From an optimization exercise on the open Yosys and OpenROAD flow, aimed at small area; shortcuts taken in it are not production practice.
In this exercise RTL edits were held to simulation tests only and were not proved equivalent to the original.
Power is estimated from default activity; no workload was simulated.

// fetch_top
module fetch_top
(
   input  logic                      clk,
   input  logic                      rst_n,
   input  logic                      load_en,
   input  logic [rom_depth_log2-1:0] load_addr,
   input  logic [inst_w-1:0]         load_data,
   input  logic                      stall_fetch,
   input  logic                      stall_for_jump,
   input  logic                      commit_br,
   input  logic                      mispred_num,
   input  logic                      redirect_en,
   input  logic [inst_w-1:0]         redirect_pc,
   input  logic                      bp_update,
   input  logic [inst_w-1:0]         bp_pc,
   input  logic                      bp_taken,
   output logic [inst_w-1:0]         pc,
   output logic [inst_w-1:0]         inst0,
   output logic [inst_w-1:0]         inst1,
   output logic [inst_w-1:0]         inst2,
   output logic [inst_w-1:0]         inst3,
   output logic [fetch_width-1:0]    tkn_brnch,
   output logic [fetch_width-1:0]    is_im_jmp,
   output logic                      brch_full
);
   logic [rom_depth*inst_w-1:0] mem;
   logic [rom_depth-1:0]        we;
   always_comb begin
      for (int a = 0; a < rom_depth; a++) begin
         we[a] = load_en && (load_addr == rom_depth_log2'(a));
      end
   end
   always_ff @(posedge clk) begin
      for (int a = 0; a < rom_depth; a++) begin
         if (we[a]) begin
            mem[a*inst_w +: inst_w] <= load_data;
         end
      end
   end
   logic [1:0]        b;
   logic [5:0]        row [4];
   logic [63:0]       rsel [4];
   logic [inst_w-1:0] bank [4];
   assign b = pc[1:0];
   for (genvar k = 0; k < 4; k++) begin : g_bank
      logic [63:0] col [inst_w];
      assign row[k] = pc[7:2] + 6'((k < b) ? 1 : 0);
      fu_dec64 u_dec (.a(row[k]), .y(rsel[k]));
      for (genvar t = 0; t < inst_w; t++) begin : g_bit
         for (genvar j = 0; j < 64; j++) begin : g_row
            assign col[t][j] = mem[(4*j+k)*inst_w + t];
         end
         fu_sel64 u_rd (.d(col[t]), .s(rsel[k]), .y(bank[k][t]));
      end
   end
   logic [bht_depth-1:0] bht_hi, bht_lon;
   logic [bht_depth-1:0] bsel;
   logic                 hb [4];
   logic                 h [4];
   logic [15:0]          hsel [4];
   always_comb begin
      for (int e = 0; e < bht_depth; e++) begin
  ...
Settings: LEC_CHECK=0, CAP_MARGIN=30, CORE_MARGIN=2, CORE_UTILIZATION=65, CTS_CLUSTER_DIAMETER=80, CTS_CLUSTER_SIZE=26, PLACE_DENSITY=0.72, SETUP_SLACK_MARGIN=0.4, SLEW_MARGIN=20, SYNTH_HIERARCHICAL=1, SYNTH_MEMORY_MAX_BITS=8192, SYNTH_MINIMUM_KEEP_SIZE=0; clock period 18.0 ns.
run.sh (not shown) runs the stock make flow with config.mk's settings and CLKGATE_MAP_FILE= SYNTH_SCRIPT=/design/flow/synth_recipe.tcl, a recipe that flattens the netlist after the stock synthesis.
==> next run, changes <==
--- a/flow/config.mk
+++ b/flow/config.mk
@@ -8,8 +8,6 @@
 export CAP_MARGIN = 30
 export CORE_MARGIN = 2
-export CORE_UTILIZATION = 65
-export CTS_CLUSTER_DIAMETER = 80
-export CTS_CLUSTER_SIZE = 26
-export PLACE_DENSITY = 0.72
+export CORE_UTILIZATION = 50
+export PLACE_DENSITY = 0.6
 export SETUP_SLACK_MARGIN = 0.4
 export SLEW_MARGIN = 20
The changed run went through all stages and came out clean. Power goes up by 17%. Final area grows by 5.5%. Utilization is lower by 13 points. Routed wire length grows by 5.3%. Global-route usage fell by 7.0 points. Worst setup slack degrades by 0.32 ns. Non-clock buffer count came out lower by 10. Worst hold slack is worse by 0.0082 ns.

fetch_top, a different RTL version from the one above (not shown whole).
Size: ~8300 cells after synthesis, about 4200 flip-flops, roughly 160 I/O pins, ~0.15 sq mm of cells after synthesis.
export LEC_CHECK = 0
export CAP_MARGIN = 30
export CORE_MARGIN = 2
export CORE_UTILIZATION = 65
export CTS_CLUSTER_DIAMETER = 80
export CTS_CLUSTER_SIZE = 26
export PLACE_DENSITY = 0.72
export SETUP_SLACK_MARGIN = 0.4
export SLEW_MARGIN = 20
export SYNTH_HIERARCHICAL = 1
export SYNTH_MEMORY_MAX_BITS = 8192
export SYNTH_MINIMUM_KEEP_SIZE = 0
create_clock -name core_clock -period 18.0 [get_ports {clk}]
standard.sh (not shown) runs the stock make flow with config.mk's settings and CLKGATE_MAP_FILE= SYNTH_SCRIPT=/design/flow/synth_recipe.tcl, a recipe that flattens the netlist after the stock synthesis.
==> flow/flow/run.sh <==
#!/bin/bash
# Standard ORFS layout with three changes: ports buffered with the smallest
# buffer, a clock tree of clkbuf_4 leaves without dummy loads, and
# non-critical gates downsized after global routing. make's full output goes
# to flow_make.log here; each ORFS step also keeps its own log under orfs/logs.
set -euo pipefail
cd "$(dirname "$0")/.."
bash standard.sh \
  "BUFFER_PORTS_ARGS=-buffer_cell sky130_fd_sc_hd__buf_1" \
  "CTS_ARGS=-sink_clustering_enable -repair_clock_nets -dont_use_dummy_load -sink_clustering_size 10 -sink_clustering_max_diameter 40 -buf_list sky130_fd_sc_hd__clkbuf_4" \
  RECOVER_POWER=100 \
  finish > flow_make.log 2>&1
The baseline produced a layout that fails on capacitance limit, slew limit.
Rerun with:
==> flow/flow/run.sh (replaced) <==
#!/bin/bash
# Standard ORFS layout with three changes: high-fanout nor2 drivers upsized
# before placement (flow/upsize.tcl), ports buffered with the smallest
# buffer, and a clock tree of clkbuf_4 leaves without dummy loads. make's
# full output goes to flow_make.log here; each ORFS step also keeps its own
# log under orfs/logs.
set -euo pipefail
cd "$(dirname "$0")/.."
bash standard.sh \
  "PRE_GLOBAL_PLACE_TCL=$(pwd)/flow/upsize.tcl" \
  "BUFFER_PORTS_ARGS=-buffer_cell sky130_fd_sc_hd__buf_1" \
  "CTS_ARGS=-sink_clustering_enable -repair_clock_nets -dont_use_dummy_load -sink_clustering_size 10 -sink_clustering_max_diameter 40 -buf_list sky130_fd_sc_hd__clkbuf_4" \
  finish > flow_make.log 2>&1
==> flow/flow/upsize.tcl (new file) <==
# Before global placement: the one-hot select and write-enable lines are
# nor2 gates that each drive 16 loads. Give them the x2 drive so that the
# placer does not split them with buffer trees.
set n 0
foreach inst [get_cells *] {
  if {[get_property $inst ref_name] == "sky130_fd_sc_hd__nor2_1"} {
    set opin [get_pins -of_objects $inst -filter "direction == output"]
    set net [get_nets -of_objects $opin]
    set fo [llength [get_pins -of_objects $net -filter "direction == input"]]
    if {$fo >= 12} {
      replace_cell $inst sky130_fd_sc_hd__nor2_2
      incr n
    }
  }
}
puts "upsize.tcl: $n nor2 drivers set to nor2_2"
What happened: With this change the flow completed without violations. Synthesized cell count is unchanged. Power rose by 0.42%. Worst setup slack is better by 0.19 ns. Die area stays the same.
Rerun with:
--- a/flow/flow/run.sh
+++ b/flow/flow/run.sh
@@ -2 +2 @@
-# Standard ORFS layout with three changes: high-fanout nor2 drivers upsized
+# Standard ORFS layout with four changes: high-fanout nor2 drivers upsized
@@ -4,3 +4,3 @@
-# buffer, and a clock tree of clkbuf_4 leaves without dummy loads. make's
-# full output goes to flow_make.log here; each ORFS step also keeps its own
-# log under orfs/logs.
+# buffer, a clock tree of clkbuf_4 leaves without dummy loads, and
+# non-critical gates downsized after global routing. make's full output goes
+# to flow_make.log here; each ORFS step also keeps its own log under orfs/logs.
@@ -12,0 +13 @@
+  RECOVER_POWER=100 \
With this change the flow produced a layout that fails on capacitance limit, slew limit.
Final cell count hardly moves.
Worst setup slack got worse by 0.92 ns.
Count of clock-buffer cells in the layout is unchanged.
Routed wire length stays flat.
Total power barely changes.
Synthesized area is unchanged.
Non-clock buffer count stays the same.
Core utilization is lower by 0.91 points.
Via count stays flat.
Die area does not change.
Synthesized cell count stays the same.

==> what the ideal ports hide <==
In the flow no input, the clock included, has a driving cell. The finished layouts below were timed again as built, in two steps.
Step 1 (the two cells are an assumption about what drives the block):
set clk [get_ports {clk}]
set_driving_cell -lib_cell sky130_fd_sc_hd__clkbuf_16 $clk
set_driving_cell -lib_cell sky130_fd_sc_hd__buf_2 [delete_from_list [all_inputs] $clk]
Step 2 moves the port delays by t, midway between the first and last clock arrival at a register: inputs arrive t later, outputs are due t later. That takes back most of the time a late clock gives input paths.
Three values: no drivers, after step 1, after step 2; two values: the first two.
run | shift t [ns] | setup slack, ns | hold WS [ns] | worst slew at a driven data input, ns
the first run of note 1 | 0.989 | 1.810 / 1.715 / 2.704 | 0.499 / 0.499 / 0.499 | 0.23
the second run of note 1 | 1.041 | 1.492 / 1.398 / 2.439 | 0.491 / 0.491 / 0.491 | 0.31
the first run of note 2 | 1.488 | 1.684 / 1.599 / 3.087 | 0.497 / 0.497 / 0.497 | 0.20
the second run of note 2 | 1.461 | 1.871 / 1.786 / 3.247 | 0.498 / 0.498 / 0.498 | 0.20
the third run of note 2 | 1.465 | 0.951 / 0.866 / 2.331 | 0.496 / 0.496 / 0.496 | 0.20
